What follows belongs to an exercise in optimizing a design on an open flow for a short achievable clock period and few clock cycles; a production flow would make more cautious choices. Function was checked by simulation only, so behaviour that the tests miss may differ from the original.

<file path="run.sh">
#!/bin/bash
# synth_recipe.tcl (not shown) runs the flow's synth.tcl, then flattens the netlist and writes it again
# the make line also repeats each setting of config.mk as NAME=value (left out here)
make -C /OpenROAD-flow-scripts/flow DESIGN_CONFIG=/design/flow/config.mk WORK_HOME=/design/flow/orfs CLKGATE_MAP_FILE= SYNTH_SCRIPT=/design/flow/synth_recipe.tcl finish
</file>
<file path="config.mk">
export PLATFORM = sky130hd
export DESIGN_NAME = armTop
export DESIGN_NICKNAME = armTop
export VERILOG_FILES = /design/flow/design.v
export SDC_FILE = /design/flow/constraint.sdc
export NUM_CORES = 4
export LEC_CHECK = 0
export CAP_MARGIN = 20
export CORE_MARGIN = 2
export CORE_UTILIZATION = 40
export SLEW_MARGIN = 20
</file>
<file path="constraint.sdc">
create_clock -name core_clock -period 13.0 [get_ports {clk}]
set_input_delay 2.6000 -clock core_clock [delete_from_list [all_inputs] [get_ports {clk}]]
set_output_delay 2.6000 -clock core_clock [all_outputs]
set_load 0.01 [all_outputs]
</file>
<file path="design.v">
`timescale 1ns/1ns
package armPkg;
	typedef logic [31:0] wordT;
	typedef logic [3:0] regAddrT;
	typedef logic [3:0] flagsT;
	typedef logic [3:0] condT;
	localparam int mulRows = 4;
endpackage
`timescale 1ns/1ns
import armPkg::*;
module alu (
	input  armPkg::wordT a,
	input  armPkg::wordT b,
	input  logic         isSub,
	input  logic         opArith,
	input  logic         opAnd,
	input  logic         opOrr,
	input  logic         opEor,
	output armPkg::wordT result,
	output logic         cOut,
	output logic         vOut
);
	armPkg::wordT bx;
	logic [32:0]  sum;
	assign bx  = b ^ {32{isSub}};
	assign sum = {1'b0, a} + {1'b0, bx} + {32'd0, isSub};
	assign result = ({32{opArith}} & sum[31:0])
		| ({32{opAnd}} & (a & b))
		| ({32{opOrr}} & (a | b))
		| ({32{opEor}} & (a ^ b));
	assign cOut = sum[32];
	assign vOut = ~(a[31] ^ bx[31]) & (a[31] ^ sum[31]);
endmodule
module mulStage1 (
	input  logic [31:0] a,
	input  logic [31:0] b,
	output logic [3:0][31:0] rows
);
	logic [31:0] pp0;
	assign pp0 = a & {32{b[0]}};
	logic [31:0] pp1;
	assign pp1 = {a[30:0] & {31{b[1]}}, 1'b0};
	logic [31:0] pp2;
	assign pp2 = {a[29:0] & {30{b[2]}}, 2'b0};
	logic [31:0] pp3;
	assign pp3 = {a[28:0] & {29{b[3]}}, 3'b0};
	logic [31:0] pp4;
	assign pp4 = {a[27:0] & {28{b[4]}}, 4'b0};
	logic [31:0] pp5;
	assign pp5 = {a[26:0] & {27{b[5]}}, 5'b0};
	logic [31:0] pp6;
	assign pp6 = {a[25:0] & {26{b[6]}}, 6'b0};
	logic [31:0] pp7;
	assign pp7 = {a[24:0] & {25{b[7]}}, 7'b0};
	logic [31:0] pp8;
	assign pp8 = {a[23:0] & {24{b[8]}}, 8'b0};
	logic [31:0] pp9;
	assign pp9 = {a[22:0] & {23{b[9]}}, 9'b0};
	logic [31:0] pp10;
	assign pp10 = {a[21:0] & {22{b[10]}}, 10'b0};
	logic [31:0] pp11;
	assign pp11 = {a[20:0] & {21{b[11]}}, 11'b0};
	logic [31:0] pp12;
	assign pp12 = {a[19:0] & {20{b[12]}}, 12'b0};
	logic [31:0] pp13;
	assign pp13 = {a[18:0] & {19{b[13]}}, 13'b0};
	logic [31:0] pp14;
	assign pp14 = {a[17:0] & {18{b[14]}}, 14'b0};
	logic [31:0] pp15;
	assign pp15 = {a[16:0] & {17{b[15]}}, 15'b0};
	logic [31:0] pp16;
	assign pp16 = {a[15:0] & {16{b[16]}}, 16'b0};
	logic [31:0] pp17;
	assign pp17 = {a[14:0] & {15{b[17]}}, 17'b0};
	logic [31:0] pp18;
	assign pp18 = {a[13:0] & {14{b[18]}}, 18'b0};
	logic [31:0] pp19;
	assign pp19 = {a[12:0] & {13{b[19]}}, 19'b0};
	logic [31:0] pp20;
	assign pp20 = {a[11:0] & {12{b[20]}}, 20'b0};
	logic [31:0] pp21;
	assign pp21 = {a[10:0] & {11{b[21]}}, 21'b0};
	logic [31:0] pp22;
	assign pp22 = {a[9:0] & {10{b[22]}}, 22'b0};
	logic [31:0] pp23;
	assign pp23 = {a[8:0] & {9{b[23]}}, 23'b0};
	logic [31:0] pp24;
	assign pp24 = {a[7:0] & {8{b[24]}}, 24'b0};
	logic [31:0] pp25;
	assign pp25 = {a[6:0] & {7{b[25]}}, 25'b0};
	logic [31:0] pp26;
	assign pp26 = {a[5:0] & {6{b[26]}}, 26'b0};
	logic [31:0] pp27;
	assign pp27 = {a[4:0] & {5{b[27]}}, 27'b0};
	logic [31:0] pp28;
	assign pp28 = {a[3:0] & {4{b[28]}}, 28'b0};
	logic [31:0] pp29;
	assign pp29 = {a[2:0] & {3{b[29]}}, 29'b0};
	logic [31:0] pp30;
	assign pp30 = {a[1:0] & {2{b[30]}}, 30'b0};
	logic [31:0] pp31;
	assign pp31 = {a[0:0] & {1{b[31]}}, 31'b0};
	logic [31:0] s1l0_s0, s1l0_c0;
	assign s1l0_s0 = pp0 ^ pp1 ^ pp2;
	assign s1l0_c0 = {((pp0[30:0] & pp1[30:0]) | (pp0[30:0] & pp2[30:0]) | (pp1[30:0] & pp2[30:0])), 1'b0};
	logic [31:0] s1l0_s1, s1l0_c1;
	assign s1l0_s1 = pp3 ^ pp4 ^ pp5;
	assign s1l0_c1 = {((pp3[30:0] & pp4[30:0]) | (pp3[30:0] & pp5[30:0]) | (pp4[30:0] & pp5[30:0])), 1'b0};
	logic [31:0] s1l0_s2, s1l0_c2;
	assign s1l0_s2 = pp6 ^ pp7 ^ pp8;
	assign s1l0_c2 = {((pp6[30:0] & pp7[30:0]) | (pp6[30:0] & pp8[30:0]) | (pp7[30:0] & pp8[30:0])), 1'b0};
	logic [31:0] s1l0_s3, s1l0_c3;
	assign s1l0_s3 = pp9 ^ pp10 ^ pp11;
	assign s1l0_c3 = {((pp9[30:0] & pp10[30:0]) | (pp9[30:0] & pp11[30:0]) | (pp10[30:0] & pp11[30:0])), 1'b0};
	logic [31:0] s1l0_s4, s1l0_c4;
	assign s1l0_s4 = pp12 ^ pp13 ^ pp14;
	assign s1l0_c4 = {((pp12[30:0] & pp13[30:0]) | (pp12[30:0] & pp14[30:0]) | (pp13[30:0] & pp14[30:0])), 1'b0};
	logic [31:0] s1l0_s5, s1l0_c5;
	assign s1l0_s5 = pp15 ^ pp16 ^ pp17;
	assign s1l0_c5 = {((pp15[30:0] & pp16[30:0]) | (pp15[30:0] & pp17[30:0]) | (pp16[30:0] & pp17[30:0])), 1'b0};
	logic [31:0] s1l0_s6, s1l0_c6;
	assign s1l0_s6 = pp18 ^ pp19 ^ pp20;
	assign s1l0_c6 = {((pp18[30:0] & pp19[30:0]) | (pp18[30:0] & pp20[30:0]) | (pp19[30:0] & pp20[30:0])), 1'b0};
	logic [31:0] s1l0_s7, s1l0_c7;
	assign s1l0_s7 = pp21 ^ pp22 ^ pp23;
	assign s1l0_c7 = {((pp21[30:0] & pp22[30:0]) | (pp21[30:0] & pp23[30:0]) | (pp22[30:0] & pp23[30:0])), 1'b0};
	logic [31:0] s1l0_s8, s1l0_c8;
	assign s1l0_s8 = pp24 ^ pp25 ^ pp26;
	assign s1l0_c8 = {((pp24[30:0] & pp25[30:0]) | (pp24[30:0] & pp26[30:0]) | (pp25[30:0] & pp26[30:0])), 1'b0};
	logic [31:0] s1l0_s9, s1l0_c9;
	assign s1l0_s9 = pp27 ^ pp28 ^ pp29;
	assign s1l0_c9 = {((pp27[30:0] & pp28[30:0]) | (pp27[30:0] & pp29[30:0]) | (pp28[30:0] & pp29[30:0])), 1'b0};
	logic [31:0] s1l1_s0, s1l1_c0;
	assign s1l1_s0 = s1l0_s0 ^ s1l0_c0 ^ s1l0_s1;
	assign s1l1_c0 = {((s1l0_s0[30:0] & s1l0_c0[30:0]) | (s1l0_s0[30:0] & s1l0_s1[30:0]) | (s1l0_c0[30:0] & s1l0_s1[30:0])), 1'b0};
	logic [31:0] s1l1_s1, s1l1_c1;
	assign s1l1_s1 = s1l0_c1 ^ s1l0_s2 ^ s1l0_c2;
	assign s1l1_c1 = {((s1l0_c1[30:0] & s1l0_s2[30:0]) | (s1l0_c1[30:0] & s1l0_c2[30:0]) | (s1l0_s2[30:0] & s1l0_c2[30:0])), 1'b0};
	logic [31:0] s1l1_s2, s1l1_c2;
	assign s1l1_s2 = s1l0_s3 ^ s1l0_c3 ^ s1l0_s4;
	assign s1l1_c2 = {((s1l0_s3[30:0] & s1l0_c3[30:0]) | (s1l0_s3[30:0] & s1l0_s4[30:0]) | (s1l0_c3[30:0] & s1l0_s4[30:0])), 1'b0};
	logic [31:0] s1l1_s3, s1l1_c3;
	assign s1l1_s3 = s1l0_c4 ^ s1l0_s5 ^ s1l0_c5;
	assign s1l1_c3 = {((s1l0_c4[30:0] & s1l0_s5[30:0]) | (s1l0_c4[30:0] & s1l0_c5[30:0]) | (s1l0_s5[30:0] & s1l0_c5[30:0])), 1'b0};
	logic [31:0] s1l1_s4, s1l1_c4;
	assign s1l1_s4 = s1l0_s6 ^ s1l0_c6 ^ s1l0_s7;
	assign s1l1_c4 = {((s1l0_s6[30:0] & s1l0_c6[30:0]) | (s1l0_s6[30:0] & s1l0_s7[30:0]) | (s1l0_c6[30:0] & s1l0_s7[30:0])), 1'b0};
	logic [31:0] s1l1_s5, s1l1_c5;
	assign s1l1_s5 = s1l0_c7 ^ s1l0_s8 ^ s1l0_c8;
	assign s1l1_c5 = {((s1l0_c7[30:0] & s1l0_s8[30:0]) | (s1l0_c7[30:0] & s1l0_c8[30:0]) | (s1l0_s8[30:0] & s1l0_c8[30:0])), 1'b0};
	logic [31:0] s1l1_s6, s1l1_c6;
	assign s1l1_s6 = s1l0_s9 ^ s1l0_c9 ^ pp30;
	assign s1l1_c6 = {((s1l0_s9[30:0] & s1l0_c9[30:0]) | (s1l0_s9[30:0] & pp30[30:0]) | (s1l0_c9[30:0] & pp30[30:0])), 1'b0};
	logic [31:0] s1l2_s0, s1l2_c0;
	assign s1l2_s0 = s1l1_s0 ^ s1l1_c0 ^ s1l1_s1;
	assign s1l2_c0 = {((s1l1_s0[30:0] & s1l1_c0[30:0]) | (s1l1_s0[30:0] & s1l1_s1[30:0]) | (s1l1_c0[30:0] & s1l1_s1[30:0])), 1'b0};
	logic [31:0] s1l2_s1, s1l2_c1;
	assign s1l2_s1 = s1l1_c1 ^ s1l1_s2 ^ s1l1_c2;
	assign s1l2_c1 = {((s1l1_c1[30:0] & s1l1_s2[30:0]) | (s1l1_c1[30:0] & s1l1_c2[30:0]) | (s1l1_s2[30:0] & s1l1_c2[30:0])), 1'b0};
	logic [31:0] s1l2_s2, s1l2_c2;
	assign s1l2_s2 = s1l1_s3 ^ s1l1_c3 ^ s1l1_s4;
	assign s1l2_c2 = {((s1l1_s3[30:0] & s1l1_c3[30:0]) | (s1l1_s3[30:0] & s1l1_s4[30:0]) | (s1l1_c3[30:0] & s1l1_s4[30:0])), 1'b0};
	logic [31:0] s1l2_s3, s1l2_c3;
	assign s1l2_s3 = s1l1_c4 ^ s1l1_s5 ^ s1l1_c5;
	assign s1l2_c3 = {((s1l1_c4[30:0] & s1l1_s5[30:0]) | (s1l1_c4[30:0] & s1l1_c5[30:0]) | (s1l1_s5[30:0] & s1l1_c5[30:0])), 1'b0};
	logic [31:0] s1l2_s4, s1l2_c4;
	assign s1l2_s4 = s1l1_s6 ^ s1l1_c6 ^ pp31;
	assign s1l2_c4 = {((s1l1_s6[30:0] & s1l1_c6[30:0]) | (s1l1_s6[30:0] & pp31[30:0]) | (s1l1_c6[30:0] & pp31[30:0])), 1'b0};
	logic [31:0] s1l3_s0, s1l3_c0;
	assign s1l3_s0 = s1l2_s0 ^ s1l2_c0 ^ s1l2_s1;
	assign s1l3_c0 = {((s1l2_s0[30:0] & s1l2_c0[30:0]) | (s1l2_s0[30:0] & s1l2_s1[30:0]) | (s1l2_c0[30:0] & s1l2_s1[30:0])), 1'b0};
	logic [31:0] s1l3_s1, s1l3_c1;
	assign s1l3_s1 = s1l2_c1 ^ s1l2_s2 ^ s1l2_c2;
	assign s1l3_c1 = {((s1l2_c1[30:0] & s1l2_s2[30:0]) | (s1l2_c1[30:0] & s1l2_c2[30:0]) | (s1l2_s2[30:0] & s1l2_c2[30:0])), 1'b0};
	logic [31:0] s1l3_s2, s1l3_c2;
	assign s1l3_s2 = s1l2_s3 ^ s1l2_c3 ^ s1l2_s4;
	assign s1l3_c2 = {((s1l2_s3[30:0] & s1l2_c3[30:0]) | (s1l2_s3[30:0] & s1l2_s4[30:0]) | (s1l2_c3[30:0] & s1l2_s4[30:0])), 1'b0};
	logic [31:0] s1l4_s0, s1l4_c0;
	assign s1l4_s0 = s1l3_s0 ^ s1l3_c0 ^ s1l3_s1;
	assign s1l4_c0 = {((s1l3_s0[30:0] & s1l3_c0[30:0]) | (s1l3_s0[30:0] & s1l3_s1[30:0]) | (s1l3_c0[30:0] & s1l3_s1[30:0])), 1'b0};
	logic [31:0] s1l4_s1, s1l4_c1;
	assign s1l4_s1 = s1l3_c1 ^ s1l3_s2 ^ s1l3_c2;
	assign s1l4_c1 = {((s1l3_c1[30:0] & s1l3_s2[30:0]) | (s1l3_c1[30:0] & s1l3_c2[30:0]) | (s1l3_s2[30:0] & s1l3_c2[30:0])), 1'b0};
	logic [31:0] s1l5_s0, s1l5_c0;
	assign s1l5_s0 = s1l4_s0 ^ s1l4_c0 ^ s1l4_s1;
	assign s1l5_c0 = {((s1l4_s0[30:0] & s1l4_c0[30:0]) | (s1l4_s0[30:0] & s1l4_s1[30:0]) | (s1l4_c0[30:0] & s1l4_s1[30:0])), 1'b0};
	assign rows[0] = s1l5_s0;
	assign rows[1] = s1l5_c0;
	assign rows[2] = s1l4_c1;
	assign rows[3] = s1l2_c4;
endmodule
module mulStage2 (
	input  logic [3:0][31:0] rows,
	output logic [31:0] product
);
	logic [31:0] s2l0_s0, s2l0_c0;
	assign s2l0_s0 = rows[0] ^ rows[1] ^ rows[2];
	assign s2l0_c0 = {((rows[0][30:0] & rows[1][30:0]) | (rows[0][30:0] & rows[2][30:0]) | (rows[1][30:0] & rows[2][30:0])), 1'b0};
	logic [31:0] s2l1_s0, s2l1_c0;
	assign s2l1_s0 = s2l0_s0 ^ s2l0_c0 ^ rows[3];
	assign s2l1_c0 = {((s2l0_s0[30:0] & s2l0_c0[30:0]) | (s2l0_s0[30:0] & rows[3][30:0]) | (s2l0_c0[30:0] & rows[3][30:0])), 1'b0};
	assign product = s2l1_s0 + s2l1_c0;
endmodule
`timescale 1ns/1ns
import armPkg::*;
module regFile (
	input  logic            clk,
	input  logic            we,
	input  armPkg::regAddrT wa,
	input  armPkg::wordT    wd,
	input  armPkg::regAddrT raN,
	input  armPkg::regAddrT raD,
	input  armPkg::regAddrT raS,
	input  armPkg::regAddrT raM,
	input  armPkg::wordT    r15,
	output armPkg::wordT    rdN,
	output armPkg::wordT    rdD,
	output armPkg::wordT    rdS,
	output armPkg::wordT    rdM
);
	armPkg::wordT regs [15];
	always_ff @(posedge clk) begin
		if (we && (wa != 4'd15)) begin
			regs[wa] <= wd;
		end
	end
	assign rdN = (raN == 4'd15) ? r15 : regs[raN];
	assign rdD = (raD == 4'd15) ? r15 : regs[raD];
	assign rdS = (raS == 4'd15) ? r15 : regs[raS];
	assign rdM = (raM == 4'd15) ? r15 : regs[raM];
endmodule
`timescale 1ns/1ns
import armPkg::*;
module datapath (
	input  logic         clk,
	input  logic         reset,
	input  armPkg::wordT readData,
	output armPkg::wordT adr,
	output armPkg::wordT writeData,
	output logic         memWrite
);
	armPkg::wordT adrQ;
	armPkg::wordT fpcQ;
	armPkg::wordT wdQ;
	logic         fetchQ;
	logic         memWQ;
	logic         vD;
	armPkg::wordT irD;
	armPkg::wordT pc8D;
	logic            vE;
	logic            mulPhE;
	logic            isMulE;
	logic            isLoadE;
	logic            wrE;
	logic            sE;
	logic            pcwE;
	logic            cvE;
	logic            subE;
	logic            arithE;
	logic            andE;
	logic            orrE;
	logic            eorE;
	armPkg::regAddrT destE;
	armPkg::condT    condFE;
	armPkg::wordT    aE;
	armPkg::wordT    bE;
	logic [armPkg::mulRows-1:0][31:0] mulRowsE;
	armPkg::flagsT flags;
	assign adr       = adrQ;
	assign writeData = wdQ;
	assign memWrite  = memWQ;
	logic isBD, isMemD, isLoadD, isStoreD, isMulD, isDpD, isAlD;
	logic subD, arithD, andD, orrD, eorD, cvD;
	controlFsm u_dec (
		.instr   (irD),
		.isB     (isBD),
		.isMem   (isMemD),
		.isLoad  (isLoadD),
		.isStore (isStoreD),
		.isMul   (isMulD),
		.isDp    (isDpD),
		.isAl    (isAlD),
		.opSub   (subD),
		.opArith (arithD),
		.opAnd   (andD),
		.opOrr   (orrD),
		.opEor   (eorD),
		.setsCv  (cvD)
	);
	armPkg::regAddrT rnD, rdD, rsD, rmD;
	assign rnD = irD[19:16];
	assign rdD = irD[15:12];
	assign rsD = irD[11:8];
	assign rmD = irD[3:0];
	armPkg::wordT rfN, rfD, rfS, rfM;
	armPkg::wordT resE;
	logic         wrEnE;
	logic         condE;
	logic         stallE;
	logic         redirE;
	regFile u_regFile (
		.clk (clk),
		.we  (wrEnE),
		.wa  (destE),
		.wd  (resE),
		.raN (rnD),
		.raD (rdD),
		.raS (rsD),
		.raM (rmD),
		.r15 (pc8D),
		.rdN (rfN),
		.rdD (rfD),
		.rdS (rfS),
		.rdM (rfM)
	);
	logic hitN, hitD, hitS, hitM;
	assign hitN = wrEnE & (destE == rnD);
	assign hitD = wrEnE & (destE == rdD);
	assign hitS = wrEnE & (destE == rsD);
	assign hitM = wrEnE & (destE == rmD);
	armPkg::wordT opA, opB, stData;
	always_comb begin
		if (isMulD) begin
			opA = hitM ? resE : rfM;
			opB = hitS ? resE : rfS;
		end else begin
			opA = hitN ? resE : rfN;
			opB = irD[25] ? {24'd0, irD[7:0]} : (hitM ? resE : rfM);
		end
	end
	assign stData = hitD ? resE : rfD;
	armPkg::wordT memAdrD;
	assign memAdrD = rfN + {20'd0, irD[11:0]};
	armPkg::wordT brTgtD;
	assign brTgtD = pc8D + {{6{irD[23]}}, irD[23:0], 2'b00};
	logic condD;
	condUnit u_condD (
		.cond   (irD[31:28]),
		.flags  (flags),
		.condEx (condD)
	);
	logic flagsPend, stallD, advD, takenD, memGoD, exGoD;
	assign flagsPend = vE & sE & condE;
	assign stallD = stallE
		| ((isBD | isMemD) & ~isAlD & flagsPend)
		| (isMemD & hitN);
	assign advD   = vD & ~stallD & ~redirE;
	assign takenD = advD & isBD & condD;
	assign memGoD = advD & isMemD & condD;
	assign exGoD  = advD & (isDpD | isMulD | (isLoadD & condD));
	armPkg::wordT aluRes, mulRes;
	logic         aluC, aluV;
	alu u_alu (
		.a       (aE),
		.b       (bE),
		.isSub   (subE),
		.opArith (arithE),
		.opAnd   (andE),
		.opOrr   (orrE),
		.opEor   (eorE),
		.result  (aluRes),
		.cOut    (aluC),
		.vOut    (aluV)
	);
	logic [armPkg::mulRows-1:0][31:0] mulRowsN;
	mulStage1 u_mul1 (
		.a    (aE),
		.b    (bE),
		.rows (mulRowsN)
	);
	mulStage2 u_mul2 (
		.rows    (mulRowsE),
		.product (mulRes)
	);
	condUnit u_condE (
		.cond   (condFE),
		.flags  (flags),
		.condEx (condE)
	);
	assign resE   = isLoadE ? readData : (isMulE ? mulRes : aluRes);
	assign stallE = vE & isMulE & ~mulPhE;
	assign wrEnE  = vE & wrE & condE & ~stallE;
	assign redirE = vE & pcwE & condE;
	logic flagWE;
	logic nE, zE;
	assign flagWE = vE & sE & condE & ~stallE;
	assign nE = isMulE ? mulRes[31] : aluRes[31];
	assign zE = isMulE ? (mulRes == '0) : (aluRes == '0);
	always_ff @(posedge clk or posedge reset) begin
		if (reset) begin
			flags <= '0;
		end else if (flagWE) begin
			flags[3:2] <= {nE, zE};
			if (cvE) begin
				flags[1:0] <= {aluC, aluV};
			end
		end
	end
	logic         acceptF;
	armPkg::wordT fpcInc;
	armPkg::wordT seqPc;
	assign acceptF = fetchQ & ~redirE & ~takenD & (~vD | advD);
	assign fpcInc  = fpcQ + 32'd4;
	assign seqPc   = acceptF ? fpcInc : fpcQ;
	always_ff @(posedge clk or posedge reset) begin
		if (reset) begin
			adrQ   <= '0;
			fpcQ   <= '0;
			fetchQ <= 1'b1;
			memWQ  <= 1'b0;
			vD     <= 1'b0;
		end else begin
			memWQ <= 1'b0;
			if (redirE) begin
				adrQ   <= aluRes;
				fpcQ   <= aluRes;
				fetchQ <= 1'b1;
				vD     <= 1'b0;
			end else if (takenD) begin
				adrQ   <= brTgtD;
				fpcQ   <= brTgtD;
				fetchQ <= 1'b1;
				vD     <= 1'b0;
			end else if (memGoD) begin
				adrQ   <= memAdrD;
				fpcQ   <= seqPc;
				fetchQ <= 1'b0;
				memWQ  <= isStoreD;
				vD     <= acceptF;
			end else begin
				adrQ   <= seqPc;
				fpcQ   <= seqPc;
				fetchQ <= 1'b1;
				vD     <= acceptF | (vD & ~advD);
			end
		end
	end
	always_ff @(posedge clk) begin
		if (acceptF) begin
			irD  <= readData;
			pc8D <= fpcQ + 32'd8;
		end
		wdQ <= stData;
	end
	always_ff @(posedge clk or posedge reset) begin
		if (reset) begin
			vE     <= 1'b0;
			mulPhE <= 1'b0;
		end else begin
			vE     <= stallE | exGoD;
			mulPhE <= stallE;
		end
	end
	always_ff @(posedge clk) begin
		mulRowsE <= mulRowsN;
		if (!stallE) begin
			aE      <= opA;
			bE      <= opB;
			isMulE  <= isMulD;
			isLoadE <= isLoadD;
			condFE  <= isLoadD ? 4'b1110 : irD[31:28];
			sE      <= irD[20] & ~isMemD;
			wrE     <= isLoadD | isMulD | (isDpD & (rdD != 4'd15));
			pcwE    <= isDpD & (rdD == 4'd15);
			destE   <= isMulD ? rnD : rdD;
			cvE     <= cvD & ~isMulD;
			subE    <= subD & ~isMulD;
			arithE  <= arithD | isMulD;
			andE    <= andD & ~isMulD;
			orrE    <= orrD & ~isMulD;
			eorE    <= eorD & ~isMulD;
		end
	end
endmodule
`timescale 1ns/1ns
import armPkg::*;
module condUnit (
	input  armPkg::condT  cond,
	input  armPkg::flagsT flags,
	output logic          condEx
);
	logic neg;
	logic zero;
	logic carry;
	logic overflow;
	logic ge;
	assign {neg, zero, carry, overflow} = flags;
	assign ge = (neg == overflow);
	always_comb begin
		case (cond)
			4'd0:    condEx = zero;
			4'd1:    condEx = ~zero;
			4'd2:    condEx = carry;
			4'd3:    condEx = ~carry;
			4'd4:    condEx = neg;
			4'd5:    condEx = ~neg;
			4'd6:    condEx = overflow;
			4'd7:    condEx = ~overflow;
			4'd8:    condEx = carry & ~zero;
			4'd9:    condEx = ~(carry & ~zero);
			4'd10:   condEx = ge;
			4'd11:   condEx = ~ge;
			4'd12:   condEx = ~zero & ge;
			4'd13:   condEx = ~(~zero & ge);
			4'd14:   condEx = 1'b1;
			default: condEx = 1'b0;
		endcase
	end
endmodule
`timescale 1ns/1ns
import armPkg::*;
module controlFsm (
	input  armPkg::wordT instr,
	output logic         isB,
	output logic         isMem,
	output logic         isLoad,
	output logic         isStore,
	output logic         isMul,
	output logic         isDp,
	output logic         isAl,
	output logic         opSub,
	output logic         opArith,
	output logic         opAnd,
	output logic         opOrr,
	output logic         opEor,
	output logic         setsCv
);
	logic [1:0] op;
	logic [3:0] cmd;
	assign op  = instr[27:26];
	assign cmd = instr[24:21];
	assign isB     = op[1];
	assign isMem   = ~op[1] & op[0];
	assign isLoad  = isMem & instr[20];
	assign isStore = isMem & ~instr[20];
	assign isMul   = (op == 2'b00) & ~instr[25] & (cmd == 4'b0000) & (instr[7:4] == 4'b1001);
	assign isDp    = (op == 2'b00) & ~isMul;
	assign isAl    = (instr[31:28] == 4'b1110);
	assign opAnd   = (cmd == 4'b0000);
	assign opOrr   = (cmd == 4'b1100);
	assign opEor   = (cmd == 4'b0001);
	assign opSub   = (cmd == 4'b0010);
	assign opArith = ~(opAnd | opOrr | opEor);
	assign setsCv  = opArith;
endmodule
`timescale 1ns/1ns
import armPkg::*;
module armTop (
	input  logic         clk,
	input  logic         reset,
	input  armPkg::wordT readData,
	output armPkg::wordT writeData,
	output armPkg::wordT adr,
	output logic         memWrite
);
	datapath u_datapath (
		.clk       (clk),
		.reset     (reset),
		.readData  (readData),
		.adr       (adr),
		.writeData (writeData),
		.memWrite  (memWrite)
	);
endmodule
</file>
==> summary.txt, run 1 <==
status: complete, no violations
Max H-tree Level: 3
Mapped Nets: 6525
hold path depth: 0
Fin Clk Skew: 0.0968 ns
Worst R2R Setup Slack: 6.75 ns
IO buf count: 98
startpoint types: register
total iterations of the first detailed-routing run: 7
Final GP Congestion: 0.979
Post-CTS Setup Bufs: 0
max_cap viols: 0
Crit Path Category: reg2reg
fin crit period: 6.25 ns
Worst Tran Pin Value: 1.14 ns
clk buf depth: 3
post-synth cell types: 95
row cnt: 148
r2r worst-path depth: 17
CP max-delay cell: dfxtp_4
gr ovfl total: 0
syn avg cell area: 11.3 µm²
NumNets Final: 6489
via count: 50.7k
commonest non-fill, non-tap cell in the layout: nand2_1
critical path capture point type: register
I/O pin total: 99
initial DRC count: 7583
crit-path leading delay family: compound AO/OA/AOI/OAI gates
largest net degree at the start of global routing: 99
arrival time at the worst endpoint: 6.89 ns
Syn Std Cell Area: 0.0659 mm²
number of global-route vias before repair: 49.0k
Levels on crit path: 17
Post-synth ARST share: 8.95%
post-synthesis register bit count: 816
Hold Fails Final Rpt: 0
CTS buffer count: 97
DRC errors left: 0
# fillers: 14.9k
crit-path max FO: 96
area delta synth->final: 10.4%
proportion of layout cells with a drive suffix above 1: 14.4%
CTS clk-pin slew, worst paths: 0.06 ns
initial antenna violation count: 7
Critical Path Max Stage Delay: 0.80 ns
yosys synthesis warning count: 3
number of synthesized flops with an enable pin: 627
CORE AREA: 0.163 mm²
Synth Flop Type: edfxtp_1
Setup TNS: 0 ns
most frequent cells in the layout: nand2_1 (651), edfxtp_1 (627), nor2_1 (530)
root buf cell: clkbuf_16
TritonCTS clock tree: yes
fin crit share: 48.1%
register area share after synthesis: 34.9%
fmax: 160 MHz
Post-DP HPWL: 175000 µm
WP buf/inv: 2
CP Data Required Time: 13.63 ns
Max Slew Vio Count: 0
initial core utilization: 40.4%
Clock Sinks: 816
worst-path cell chain: buf_12, mux4_2, mux4_2, mux2i_1, inv_1, ha_1, a21oi_1, o211ai_1, o2111a_1, o21ai_0, a211oi_2, nand2_1, nor2_1, nand2_1, nor2_1, xnor2_1, a211o_1
Rel. slew slack: 23.0%
vias per cell: 6.31
Total Wirelength: 248000 µm
CTS resizes: 0
final setup vio count: 0
clock latency (worst-skew pair): 0.79 ns
die height: 410 µm
Synth Instances: 5819
RSZ-0062 raised after global routing: false
hold slack: 0.431 ns
first-pass GRT wire length: 357000 µm
die area: 0.168 mm²
Die Wd: 410 µm
Hold-fix buffers, CTS: 0
Routed Antenna Nets: 0
WL per Instance: 30.8 µm
gr usage total: 29.2%
worst hold path type: reg2reg
## cells by family after synthesis
logic type,count (synthesis),synth area share (%)
AND/OR/NAND/NOR,1497,9.71
AO/OA/AOI/OAI,973,9.32
buffers and inverters,893,5.31
flip-flops,816,34.9
multiplexers,704,19.8
adder cells (fa/ha/maj),672,17.5
XOR/XNOR,264,3.51
## area by class of cell
type | count | area, µm² | share of cell area [%]
multi-input combinational | 4110 | 39600 | 54.4
sequential | 816 | 23000 | 31.6
tap | 2175 | 2720 | 3.74
clock buffer | 117 | 2650 | 3.64
timing repair buffer | 242 | 2090 | 2.87
inverter | 516 | 1940 | 2.67
clock inverter | 67 | 744 | 1.02
antenna | 4 | 10.0 | 0.0138
## path summary, 6_finish.rpt
check                                   start                   to
max reg2reg                          register  u_datapath.adrQ[29]
max in group asynchronous               reset   u_datapath.fpcQ[1]
min reg2reg                u_datapath.fpcQ[1]   u_datapath.pc8D[1]
min in group asynchronous               reset  u_datapath.adrQ[27]
max                                  register  u_datapath.adrQ[29]
min                        u_datapath.fpcQ[1]   u_datapath.pc8D[1]
## metal layers
layer  global-route usage (%)  vias to the layer above  share of wire (%)
li1                         -                    21000                  -
met1                     40.1                    25900                 39
met2                     43.3                     3392                 43
met3                     8.69                      519                 13
met4                     11.9                        2                4.6
met5                        0                        -             0.0069
## sequential cells by signal, indices dropped and copies added (netlist names), 32 cells and up, named ones only
| register | count |
|---|---|
| u_datapath.adrQ | 32 |
| u_datapath.fpcQ | 32 |
| u_datapath.u_regFile.regs | 480 |
| u_datapath.aE | 32 |
| u_datapath.irD | 32 |
| u_datapath.bE | 32 |
| u_datapath.wdQ | 32 |
| u_datapath.mulRowsE | 68 |
| u_datapath.pc8D | 32 |
## stage by stage
| stage | util, % | instance area [µm²] | cells | setup WS (ns) |
|---|---|---|---|---|
| 5_1_grt | 44.6 | 72700 | 8043 | 6.50 |
| 6_report | 44.6 | 72800 | 8047 | 6.75 |
| 3_5_place_dp | 42.5 | 69300 | 7859 | 6.88 |
| 2_1_floorplan | - | 65900 | 5819 | 5.57 |
| 3_3_place_gp | 42.5 | 69300 | 7859 | 6.86 |
| 4_1_cts | 44.6 | 72700 | 8043 | 6.83 |
## synth_stat cells (99+ instances only)
master / count / area [µm²]
fa_1: 417 / 8350
dfxtp_1: 116 / 2320
xnor2_1: 147 / 1290
inv_1: 502 / 1880
mux4_2: 444 / 10000
a211oi_1: 99 / 743
xor2_1: 117 / 1020
a21oi_1: 219 / 1100
nand2_1: 651 / 2440
clkbuf_1: 259 / 972
nor2_1: 535 / 2010
o21ai_0: 299 / 1500
edfxtp_1: 627 / 18800
mux2i_1: 215 / 2150
ha_1: 255 / 3190
Testbench counts, summed over its fixed seeds: cycles 151,316.
==> inputs of run 2 (changes only) <==
--- a/design.v
+++ b/design.v
@@ -210,22 +210,24 @@
 	input  armPkg::wordT    wd,
-	input  armPkg::regAddrT raN,
-	input  armPkg::regAddrT raD,
-	input  armPkg::regAddrT raS,
-	input  armPkg::regAddrT raM,
+	input  logic [15:0]     selA,
+	input  logic [15:0]     selB,
 	input  armPkg::wordT    r15,
-	output armPkg::wordT    rdN,
-	output armPkg::wordT    rdD,
-	output armPkg::wordT    rdS,
-	output armPkg::wordT    rdM
+	output armPkg::wordT    rdA,
+	output armPkg::wordT    rdB
 );
-	armPkg::wordT regs [15];
+	logic [14:0][31:0] regs;
 	always_ff @(posedge clk) begin
-		if (we && (wa != 4'd15)) begin
-			regs[wa] <= wd;
+		for (int i = 0; i < 15; i++) begin
+			if (we && (wa == 4'(i))) begin
+				regs[i] <= wd;
+			end
+		end
+	end
+	always_comb begin
+		rdA = {32{selA[15]}} & r15;
+		rdB = {32{selB[15]}} & r15;
+		for (int i = 0; i < 15; i++) begin
+			rdA = rdA | ({32{selA[i]}} & regs[i]);
+			rdB = rdB | ({32{selB[i]}} & regs[i]);
 		end
 	end
-	assign rdN = (raN == 4'd15) ? r15 : regs[raN];
-	assign rdD = (raD == 4'd15) ? r15 : regs[raD];
-	assign rdS = (raS == 4'd15) ? r15 : regs[raS];
-	assign rdM = (raM == 4'd15) ? r15 : regs[raM];
 endmodule
@@ -249,3 +251,8 @@
 	armPkg::wordT pc8D;
+	armPkg::regAddrT raD, rbD;
+	logic [15:0]     selAD, selBD;
 	logic            vE;
+	logic            brChkE;
+	logic            predE;
+	armPkg::wordT    altE;
 	logic            mulPhE;
@@ -294,3 +301,3 @@
 	assign rmD = irD[3:0];
-	armPkg::wordT rfN, rfD, rfS, rfM;
+	armPkg::wordT rfA, rfB;
 	armPkg::wordT resE;
@@ -301,36 +308,26 @@
 	regFile u_regFile (
-		.clk (clk),
-		.we  (wrEnE),
-		.wa  (destE),
-		.wd  (resE),
-		.raN (rnD),
-		.raD (rdD),
-		.raS (rsD),
-		.raM (rmD),
-		.r15 (pc8D),
-		.rdN (rfN),
-		.rdD (rfD),
-		.rdS (rfS),
-		.rdM (rfM)
+		.clk  (clk),
+		.we   (wrEnE),
+		.wa   (destE),
+		.wd   (resE),
+		.selA (selAD),
+		.selB (selBD),
+		.r15  (pc8D),
+		.rdA  (rfA),
+		.rdB  (rfB)
 	);
-	logic hitN, hitD, hitS, hitM;
-	assign hitN = wrEnE & (destE == rnD);
-	assign hitD = wrEnE & (destE == rdD);
-	assign hitS = wrEnE & (destE == rsD);
-	assign hitM = wrEnE & (destE == rmD);
+	logic hitA, hitB;
+	assign hitA = wrEnE & (destE == raD);
+	assign hitB = wrEnE & (destE == rbD);
 	armPkg::wordT opA, opB, stData;
-	always_comb begin
-		if (isMulD) begin
-			opA = hitM ? resE : rfM;
-			opB = hitS ? resE : rfS;
-		end else begin
-			opA = hitN ? resE : rfN;
-			opB = irD[25] ? {24'd0, irD[7:0]} : (hitM ? resE : rfM);
-		end
-	end
-	assign stData = hitD ? resE : rfD;
+	assign opA    = hitA ? resE : rfA;
+	assign stData = hitB ? resE : rfB;
+	assign opB    = (irD[25] & ~isMulD) ? {24'd0, irD[7:0]} : stData;
 	armPkg::wordT memAdrD;
-	assign memAdrD = rfN + {20'd0, irD[11:0]};
+	assign memAdrD = rfA + {20'd0, irD[11:0]};
+	logic isPcImmD, isBrD;
+	assign isPcImmD = isDpD & irD[25] & arithD & ~subD & ~irD[20] & (rnD == 4'd15) & (rdD == 4'd15);
+	assign isBrD    = isBD | isPcImmD;
 	armPkg::wordT brTgtD;
-	assign brTgtD = pc8D + {{6{irD[23]}}, irD[23:0], 2'b00};
+	assign brTgtD = pc8D + (isBD ? {{6{irD[23]}}, irD[23:0], 2'b00} : {24'd0, irD[7:0]});
 	logic condD;
@@ -341,11 +338,13 @@
 	);
-	logic flagsPend, stallD, advD, takenD, memGoD, exGoD;
+	logic flagsPend, specD, predD, stallD, advD, takenD, memGoD, exGoD;
 	assign flagsPend = vE & sE & condE;
+	assign specD  = isBrD & ~isAlD & flagsPend;
+	assign predD  = isBD & irD[23];
 	assign stallD = stallE
-		| ((isBD | isMemD) & ~isAlD & flagsPend)
-		| (isMemD & hitN);
+		| (isMemD & ~isAlD & flagsPend)
+		| (isMemD & hitA);
 	assign advD   = vD & ~stallD & ~redirE;
-	assign takenD = advD & isBD & condD;
+	assign takenD = advD & isBrD & (specD ? predD : condD);
 	assign memGoD = advD & isMemD & condD;
-	assign exGoD  = advD & (isDpD | isMulD | (isLoadD & condD));
+	assign exGoD  = advD & ((isDpD & ~isPcImmD) | isMulD | (isLoadD & condD) | specD);
 	armPkg::wordT aluRes, mulRes;
@@ -382,3 +381,5 @@
 	assign wrEnE  = vE & wrE & condE & ~stallE;
-	assign redirE = vE & pcwE & condE;
+	assign redirE = vE & ((pcwE & condE) | (brChkE & (condE ^ predE)));
+	armPkg::wordT redirTgtE;
+	assign redirTgtE = brChkE ? altE : aluRes;
 	logic flagWE;
@@ -414,4 +415,4 @@
 			if (redirE) begin
-				adrQ   <= aluRes;
-				fpcQ   <= aluRes;
+				adrQ   <= redirTgtE;
+				fpcQ   <= redirTgtE;
 				fetchQ <= 1'b1;
@@ -437,6 +438,16 @@
 	end
+	logic            mulF, storeF;
+	armPkg::regAddrT raF, rbF;
+	assign mulF   = (readData[27:21] == 7'd0) & (readData[7:4] == 4'b1001);
+	assign storeF = (readData[27:26] == 2'b01) & ~readData[20];
+	assign raF    = mulF ? readData[3:0] : readData[19:16];
+	assign rbF    = storeF ? readData[15:12] : (mulF ? readData[11:8] : readData[3:0]);
 	always_ff @(posedge clk) begin
 		if (acceptF) begin
-			irD  <= readData;
-			pc8D <= fpcQ + 32'd8;
+			irD   <= readData;
+			pc8D  <= fpcQ + 32'd8;
+			raD   <= raF;
+			rbD   <= rbF;
+			selAD <= 16'd1 << raF;
+			selBD <= 16'd1 << rbF;
 		end
@@ -459,7 +470,10 @@
 			isMulE  <= isMulD;
+			brChkE  <= isBrD;
+			predE   <= predD;
+			altE    <= predD ? (pc8D - 32'd4) : brTgtD;
 			isLoadE <= isLoadD;
 			condFE  <= isLoadD ? 4'b1110 : irD[31:28];
-			sE      <= irD[20] & ~isMemD;
+			sE      <= irD[20] & ~isMemD & ~isBD;
 			wrE     <= isLoadD | isMulD | (isDpD & (rdD != 4'd15));
-			pcwE    <= isDpD & (rdD == 4'd15);
+			pcwE    <= isDpD & ~isPcImmD & (rdD == 4'd15);
 			destE   <= isMulD ? rnD : rdD;
--- a/config.mk
+++ b/config.mk
@@ -7,2 +7,3 @@
 export LEC_CHECK = 0
+export ABC_CLOCK_PERIOD_IN_PS = 4000
 export CAP_MARGIN = 20
==> run 2 against run 1 <==
Net effect: critical path depth fell by 6; synthesized area fell by 11%; synthesized cell count fell by 8.0%; die area fell by 11%; setup slack improved by 0.37 ns; utilization rose by 0.29 points; largest cell class unchanged; clock skew fell by 0.030 ns.
==> summary.txt, run 2 <==
status: complete, no violations
Worst R2R Setup Slack: 7.12 ns (+0.37 ns)
crit-path max FO: 23 (-76%)
Regs by FF count: u_datapath.u_regFile.regs x480, u_datapath.mulRowsE x68
WP buf/inv: 1 (-1)
Max Slew Vio Count: 0 (unchanged)
Fin Clk Skew: 0.0664 ns (-0.0304 ns)
worst-path cell chain: clkinv_1, ha_1, a22oi_1, o21ai_0, a311oi_1, nand2_1, nor4bb_1, and4_1, nand4b_1, or4_1, o31ai_1
Crit Path Category: reg2reg
largest net degree at the start of global routing: 77 (-22%)
WL per Instance: 31.8 µm (+3.1%)
clock latency (worst-skew pair): 0.76 ns (-0.03 ns)
syn avg cell area: 11.0 µm² (-3.3%)
worst hold path type: reg2reg
area delta synth->final: 11.5%
number of synthesized flops with an enable pin: 701 (+12%)
Clock Sinks: 874 (+7.1%)
register area share after synthesis: 42.4% (+7.6 points)
Hold Fails Final Rpt: 0 (unchanged)
CP Data Required Time: 13.63 ns (about the same)
Post-DP HPWL: 161000 µm (-8.0%)
Hold-fix buffers, CTS: 0 (unchanged)
CP max-delay cell: clkinv_1
post-synthesis register bit count: 874 (+7.1%)
proportion of layout cells with a drive suffix above 1: 7.60% (-6.8 points)
Post-CTS Setup Bufs: 0 (unchanged)
NumNets Final: 6111 (-5.8%)
TritonCTS clock tree: yes
startpoint types: register
Synth Flop Type: edfxtp_1
first-pass GRT wire length: 332000 µm (-6.8%)
Mapped Nets: 6061 (-7.1%)
fin crit share: 45.2% (-2.9 points)
Total Wirelength: 236000 µm (-5.0%)
most frequent cells in the layout: edfxtp_1 (701), nor2_1 (574), inv_1 (511)
vias per cell: 6.32 (+0.31%)
root buf cell: clkbuf_16
Post-synth top cells: edfxtp_1 (701), nor2_1 (575), inv_1 (513), fa_1 (417), nand2_1 (356)
via count: 46.9k (-7.6%)
initial DRC count: 6871 (-9.4%)
Worst Setup SP: u_datapath.bE[7]
hold slack: 0.471 ns (+0.0392 ns)
arrival time at the worst endpoint: 6.51 ns (-0.38 ns)
critical path capture point type: register
Syn Std Cell Area: 0.0586 mm² (-11%)
Worst Hold Launch: u_datapath.fpcQ[0]
Post-synth ARST share: 8.35% (-0.59 points)
max reg flops: 480 (unchanged)
commonest non-fill, non-tap cell in the layout: edfxtp_1
ranking of synthesized cells by area: edfxtp_1 (36%), fa_1 (14%), ha_1 (5.5%), nor2_1 (3.7%), dfxtp_1 (3.4%)
leading area contributor after synthesis: edfxtp_1
Worst Tran Pin Value: 1.23 ns (+0.0901 ns)
Reg-to-Reg Start: u_datapath.bE[7]
post-synth cell types: 107 (+13%)
fin crit period: 5.88 ns (-0.373 ns)
RSZ-0062 raised after global routing: false
I/O pin total: 99 (unchanged)
Die Wd: 387 µm (-5.6%)
IO buf count: 98 (unchanged)
final setup vio count: 0 (unchanged)
yosys synthesis warning count: 3 (unchanged)
gr usage total: 30.8% (+1.5 points)
Routed Antenna Nets: 0 (unchanged)
DRC errors left: 0 (unchanged)
hold path depth: 0 (unchanged)
CORE AREA: 0.146 mm² (-11%)
Final GP Congestion: 1.01 (+3.3%)
Max H-tree Level: 3 (unchanged)
CTS resizes: 0 (unchanged)
Levels on crit path: 11 (-6)
die area: 0.150 mm² (-11%)
Reg with most FFs: u_datapath.u_regFile.regs
number of global-route vias before repair: 45.8k (-6.6%)
die height: 387 µm (-5.6%)
total iterations of the first detailed-routing run: 6 (-1)
Setup TNS: 0 ns (unchanged)
initial antenna violation count: 19 (+12)
fmax: 170 MHz (+6.3%)
max_cap viols: 0 (unchanged)
top-area cell type share of the netlist area: 35.9% (+7.3 points)
Rel. slew slack: 17.1% (-5.9 points)
CTS clk-pin slew, worst paths: 0.06 ns (about the same)
most frequent cell after synthesis: edfxtp_1
row cnt: 140 (-5.4%)
crit-path leading delay family: simple AND/OR/NAND/NOR gates
Critical Path Max Stage Delay: 1.01 ns (+0.21 ns)
clk buf depth: 3 (unchanged)
initial core utilization: 40.3% (-0.11 points)
Synth Instances: 5352 (-8.0%)
r2r worst-path depth: 11 (-6)
gr ovfl total: 0 (unchanged)
CTS buffer count: 98 (+1.0%)
-- run 2: cell types whose count changed after synthesis, sizes merged, moves of 81 or more --
cell / delta
mux4: -467
nand2: -293
a22oi: +222
o21ai: -166
a221oi: +144
mux2i: -138
a22o: +134
a211oi: -81
-- run 2: logic make-up after synthesis --
family                     Yosys count  share of synthesized area, %
and+or+nand+nor                   1451                          11.6
AOI/OAI and AO/OA                 1141                          14.4
DFF                                874                          42.4
buffers and inverters              813                          5.46
adders and majority gates          675                          19.7
xor gates and xnor gates           280                          4.18
muxes                              118                          2.13
-- run 2: routing by layer --
metal  track usage (%)  part of all wire (%)
met5                 0                 0.020
met3              9.94                    14
met1              40.9                    38
met2              45.3                    42
met4              14.9                   5.5
-- run 2: metrics by stage --
step / instance area [µm²] / setup slack (ns) / util (%) / cells
after floorplan: 58600 / 5.25 / - / 5352
after global placement: 61900 / 7.60 / 42.5 / 7218
after detailed placement: 61900 / 7.60 / 42.5 / 7219
after CTS: 65300 / 7.59 / 44.9 / 7404
after global routing: 65300 / 7.12 / 44.9 / 7404
final: 65300 / 7.12 / 44.9 / 7414
-- run 2: cell type report --
| class | count | area (µm²) |
|---|---|---|
| fill | 13400 | 80200 |
| multi-input combinational | 3665 | 30700 |
| sequential | 874 | 24900 |
| clock buffer | 125 | 2620 |
| tap | 1917 | 2400 |
| timing repair buffer | 236 | 2020 |
| inverter | 527 | 1980 |
| clock inverter | 60 | 763 |
| antenna | 10 | 25.0 |
-- run 2: path summary, 6_finish.rpt --
kind,end
max,u_datapath.flags[2]
min,u_datapath.pc8D[0]
max reg2reg,u_datapath.flags[2]
min reg2reg,u_datapath.pc8D[0]
max in group asynchronous,u_datapath.adrQ[28]
min in group asynchronous,u_datapath.adrQ[9]
Testbench counts of run 2, summed over its fixed seeds: cycles 147,816.
==> inputs of run 3 (changes only) <==
--- a/design.v
+++ b/design.v
@@ -253,2 +253,7 @@
 	logic [15:0]     selAD, selBD;
+	logic            skV;
+	armPkg::wordT    irS;
+	armPkg::wordT    pc8S;
+	armPkg::regAddrT raS, rbS;
+	logic [15:0]     selAS, selBS;
 	logic            vE;
@@ -399,6 +404,8 @@
 	end
-	logic         acceptF;
+	logic         fetchOK, dFree, acceptF;
 	armPkg::wordT fpcInc;
 	armPkg::wordT seqPc;
-	assign acceptF = fetchQ & ~redirE & ~takenD & (~vD | advD);
+	assign fetchOK = fetchQ & ~redirE & ~takenD;
+	assign dFree   = ~vD | advD;
+	assign acceptF = fetchOK & (dFree | ~skV);
 	assign fpcInc  = fpcQ + 32'd4;
@@ -412,4 +419,14 @@
 			vD     <= 1'b0;
+			skV    <= 1'b0;
 		end else begin
 			memWQ <= 1'b0;
+			if (redirE | takenD) begin
+				vD  <= 1'b0;
+				skV <= 1'b0;
+			end else if (dFree) begin
+				vD  <= skV | fetchOK;
+				skV <= skV & fetchOK;
+			end else begin
+				skV <= skV | fetchOK;
+			end
 			if (redirE) begin
@@ -418,3 +435,2 @@
 				fetchQ <= 1'b1;
-				vD     <= 1'b0;
 			end else if (takenD) begin
@@ -423,3 +439,2 @@
 				fetchQ <= 1'b1;
-				vD     <= 1'b0;
 			end else if (memGoD) begin
@@ -429,3 +444,2 @@
 				memWQ  <= isStoreD;
-				vD     <= acceptF;
 			end else begin
@@ -434,3 +448,2 @@
 				fetchQ <= 1'b1;
-				vD     <= acceptF | (vD & ~advD);
 			end
@@ -444,10 +457,23 @@
 	assign rbF    = storeF ? readData[15:12] : (mulF ? readData[11:8] : readData[3:0]);
+	armPkg::wordT pc8F;
+	logic [15:0]  selAF, selBF;
+	assign pc8F  = fpcQ + 32'd8;
+	assign selAF = 16'd1 << raF;
+	assign selBF = 16'd1 << rbF;
 	always_ff @(posedge clk) begin
 		if (acceptF) begin
-			irD   <= readData;
-			pc8D  <= fpcQ + 32'd8;
-			raD   <= raF;
-			rbD   <= rbF;
-			selAD <= 16'd1 << raF;
-			selBD <= 16'd1 << rbF;
+			irS   <= readData;
+			pc8S  <= pc8F;
+			raS   <= raF;
+			rbS   <= rbF;
+			selAS <= selAF;
+			selBS <= selBF;
+		end
+		if (dFree) begin
+			irD   <= skV ? irS : readData;
+			pc8D  <= skV ? pc8S : pc8F;
+			raD   <= skV ? raS : raF;
+			rbD   <= skV ? rbS : rbF;
+			selAD <= skV ? selAS : selAF;
+			selBD <= skV ? selBS : selBF;
 		end
==> flow/run.sh (new file) <==
#!/bin/bash
set -euo pipefail
bash standard.sh synth > synth.log 2>&1
bash standard.sh SETUP_SLACK_MARGIN=9 finish > layout.log 2>&1
==> standard.sh (new file) <==
#!/bin/bash
# synth_recipe.tcl (not shown) runs the flow's synth.tcl, then flattens the netlist and writes it again
# the make line also repeats each setting of config.mk as NAME=value (left out here)
make -C /OpenROAD-flow-scripts/flow DESIGN_CONFIG=/design/flow/config.mk WORK_HOME=/design/flow/orfs CLKGATE_MAP_FILE= SYNTH_SCRIPT=/design/flow/synth_recipe.tcl "${@:-finish}"
removed: run.sh
==> run 3 against run 2 <==
Net effect: flip-flop and latch count rose by 105; die area rose by 5.6%; wire length rose by 15%; first-iteration DRC count rose by 24%; sequential share of layout area fell by 2.2 points.
==> summary.txt, run 3 <==
status: complete, no violations
RSZ-0062 raised after global routing: true
placed cell count: 7525 (+4.2%)
final setup vio count: 0 (unchanged)
post-synthesis register bit count: 979 (+12%)
clk buf depth: 3 (unchanged)
clock latency (worst-skew pair): 0.78 ns (+0.02 ns)
Synth Flop Type: edfxtp_1
fin crit period: 4.57 ns (-1.31 ns)
CP Data Required Time: 13.61 ns (-0.02 ns)
die area: 0.158 mm² (+5.6%)
top-area cell type share of the netlist area: 39.0% (+3.1 points)
WL per Instance: 33.2 µm (+4.3%)
gr ovfl total: 0 (unchanged)
initial antenna violation count: 15 (-4)
fmax: 219 MHz (+29%)
fin cells: 8201 (+11%)
worst hold path type: reg2reg
arrival time at the worst endpoint: 5.18 ns (-1.33 ns)
Max Slew Vio Count: 0 (unchanged)
largest net degree at the start of global routing: 80 (+3.9%)
gr usage total: 33.2% (+2.4 points)
critical path capture point type: register
number of global-route vias before repair: 50.2k (+9.7%)
IO buf count: 98 (unchanged)
yosys synthesis warning count: 3 (unchanged)
most frequent cells in the layout: edfxtp_1 (805), nor2_1 (512), inv_1 (414)
# fillers: 13.3k (-1.1%)
Setup WS post-layout: 8.43 ns (+1.31 ns)
Syn Std Cell Area: 0.0619 mm² (+5.6%)
TritonCTS clock tree: yes
CTS clk-pin slew, worst paths: 0.07 ns (about the same)
ranking of synthesized cells by area: edfxtp_1 (39%), fa_1 (13%), ha_1 (5.2%), nor2_1 (3.6%), a22oi_1 (3.4%)
via count: 52.6k (+12%)
Final GP Congestion: 1.05 (+3.4%)
root buf cell: clkbuf_16
DRC errors left: 0 (unchanged)
CTS buffer count: 104 (+6.1%)
Clock Sinks: 979 (+12%)
I/O pin total: 99 (unchanged)
first-pass GRT wire length: 373000 µm (+12%)
most frequent cell after synthesis: edfxtp_1
initial core utilization: 40.2% (about the same)
die height: 397 µm (+2.7%)
Worst Tran Pin Value: 1.21 ns (-0.0274 ns)
vias per cell: 6.41 (+1.4%)
row cnt: 144 (+2.9%)
Synth Instances: 5532 (+3.4%)
register area share after synthesis: 45.3% (+2.8 points)
Hold Fails Final Rpt: 0 (unchanged)
Total Wirelength: 272000 µm (+15%)
Reg with most FFs: u_datapath.u_regFile.regs
hold slack: 0.507 ns (+0.0359 ns)
number of synthesized flops with an enable pin: 805 (+15%)
Fin Clk Skew: 0.0623 ns (-0.00409 ns)
Die Wd: 397 µm (+2.7%)
register area: 0.0281 mm² (+13%)
Routed Antenna Nets: 0 (unchanged)
Crit Path Category: reg2reg
syn avg cell area: 11.2 µm² (+2.2%)
final core utilization: 50.9% (+6.0 points)
startpoint types: register
Max H-tree Level: 3 (unchanged)
Place WS: 7.47 ns (-0.131 ns)
Regs by FF count: u_datapath.u_regFile.regs x480, u_datapath.mulRowsE x68
Mapped Nets: 6241 (+3.0%)
commonest non-fill, non-tap cell in the layout: edfxtp_1
Rel. slew slack: 19.6% (+2.5 points)
max_cap viols: 0 (unchanged)
Post-synth top cells: edfxtp_1 (805), nor2_1 (591), inv_1 (517), fa_1 (417), nand2_1 (390)
leading area contributor after synthesis: edfxtp_1
initial DRC count: 8490 (+24%)
fin crit share: 35.2% (-10 points)
total iterations of the first detailed-routing run: 7 (+1)
Post-DP HPWL: 173000 µm (+7.2%)
post-synth cell types: 103 (-3.7%)
proportion of layout cells with a drive suffix above 1: 25.9% (+18 points)
multi-input combinational cell area: 0.0344 mm² (+12%)
area delta synth->final: 26.5%
Setup TNS: 0 ns (unchanged)
max reg flops: 480 (unchanged)
CORE AREA: 0.154 mm² (+5.7%)
NumNets Final: 6771 (+11%)
Post-synth ARST share: 7.56% (-0.79 points)
crit-path max FO: 5 (-78%)
## run 3: area by class of cell
class | instances | area share, %
diodes | 5 | 0.0160
clock buffers | 128 | 3.61
clock inverters | 68 | 1.18
inverters | 532 | 3.06
multi-input cells | 3738 | 43.9
flip-flops and latches | 979 | 35.9
well taps | 2044 | 3.27
repair buffers | 692 | 8.92
repair inverters | 15 | 0.161
## run 3: critical path, stage by stage, from the launching register on
cell        delay, ns
edfxtp_1         0.60
clkinvlp_4       0.35
buf_4            0.22
buf_6            0.13
nor2_2           0.10
fa_1             0.42
fa_1             0.53
fa_1             0.44
fa_1             0.55
inv_1            0.07
fa_1             0.53
inv_1            0.05
fa_1             0.42
## run 3: worst paths after layout
path,cells after the start,start,slack [ns],endpoint
worst max-delay path,12,u_datapath.bE[15],8.43,u_datapath.mulRowsE[18]
worst min-delay path,0,u_datapath.fpcQ[0],0.51,u_datapath.pc8S[0]
worst max register to register,12,u_datapath.bE[15],8.43,u_datapath.mulRowsE[18]
worst min register to register,0,u_datapath.fpcQ[0],0.51,u_datapath.pc8S[0]
max in group asynchronous,3,reset,9.52,u_datapath.skV
min in group asynchronous,2,reset,2.15,u_datapath.flags[3]
## run 3: repair_timing
action | in CTS | in global routing
resized for setup | 793 | 455
gates cloned | 24 | 9
setup endpoints to repair | 1106 | 572
hold buffers | 0 | 0
endpoints found under the hold margin | 0 | 0
pin swaps | 194 | 217
buffers inserted | 303 | 139
## run 3: logic make-up (layout without fill, tap and decap cells)
kind of cell               after synthesis  in the layout  synth area share [%]
and+or+nand+nor                       1445           1445                  10.5
AOI/OAI and AO/OA                     1180           1180                  13.7
DFF                                    979            979                  45.3
buffers and inverters                  815           1435                  5.02
adders and majority gates              675            675                  18.7
xor gates and xnor gates               284            284                  4.02
muxes                                  154            154                  2.74
other                                    0              5                     0
## run 3: metal layers
layer	up-vias	part of all wire (%)	track usage, %
met5	-	0.063	0
met4	16	8.5	20.5
met3	1154	15	11.4
met2	4375	42	48.4
met1	26100	35	42.3
li1	20900	-	-
## run 3: stage by stage
stage | cell area (µm²)
finish | 78300
detailed placement | 65900
global route | 78300
global placement | 65800
floorplan | 62700
CTS | 74900
Testbench counts of run 3, summed over its fixed seeds: cycles 144,977.

port drivers added, routing unchanged:
In the flow no input, the clock included, has a driving cell. The finished layouts below were timed again as built, in two steps.
Step 1 (the two cells are an assumption about what drives the block):
set clk [get_ports {clk}]
set_driving_cell -lib_cell sky130_fd_sc_hd__clkbuf_16 $clk
set_driving_cell -lib_cell sky130_fd_sc_hd__buf_2 [delete_from_list [all_inputs] $clk]
Step 2 adds t to the input delays and takes it off the output delays; t is the mean of the earliest and latest rising clock arrival at the registers after step 1. Input paths then give back, and output paths get back, about the clock's delay inside the block.
a / b / c = no drivers / after step 1 / after step 2; a / b = the first two.
run	t (ns)	setup WS [ns]	latest minus earliest clock arrival (ns)	slew at the worst register clock pin (ns)
run 1	0.827	6.747 / 6.747 / 6.747	0.098 / 0.098	0.07 / 0.07
run 2	0.808	7.120 / 7.120 / 7.120	0.072 / 0.071	0.07 / 0.07
run 3	0.820	8.425 / 8.425 / 8.159	0.063 / 0.062	0.07 / 0.07
After both steps setup and hold are still met in every run listed. For run 3, which loses most, drivers alone change the setup slack by 0.000 ns; drivers and shift together by -0.266 ns.
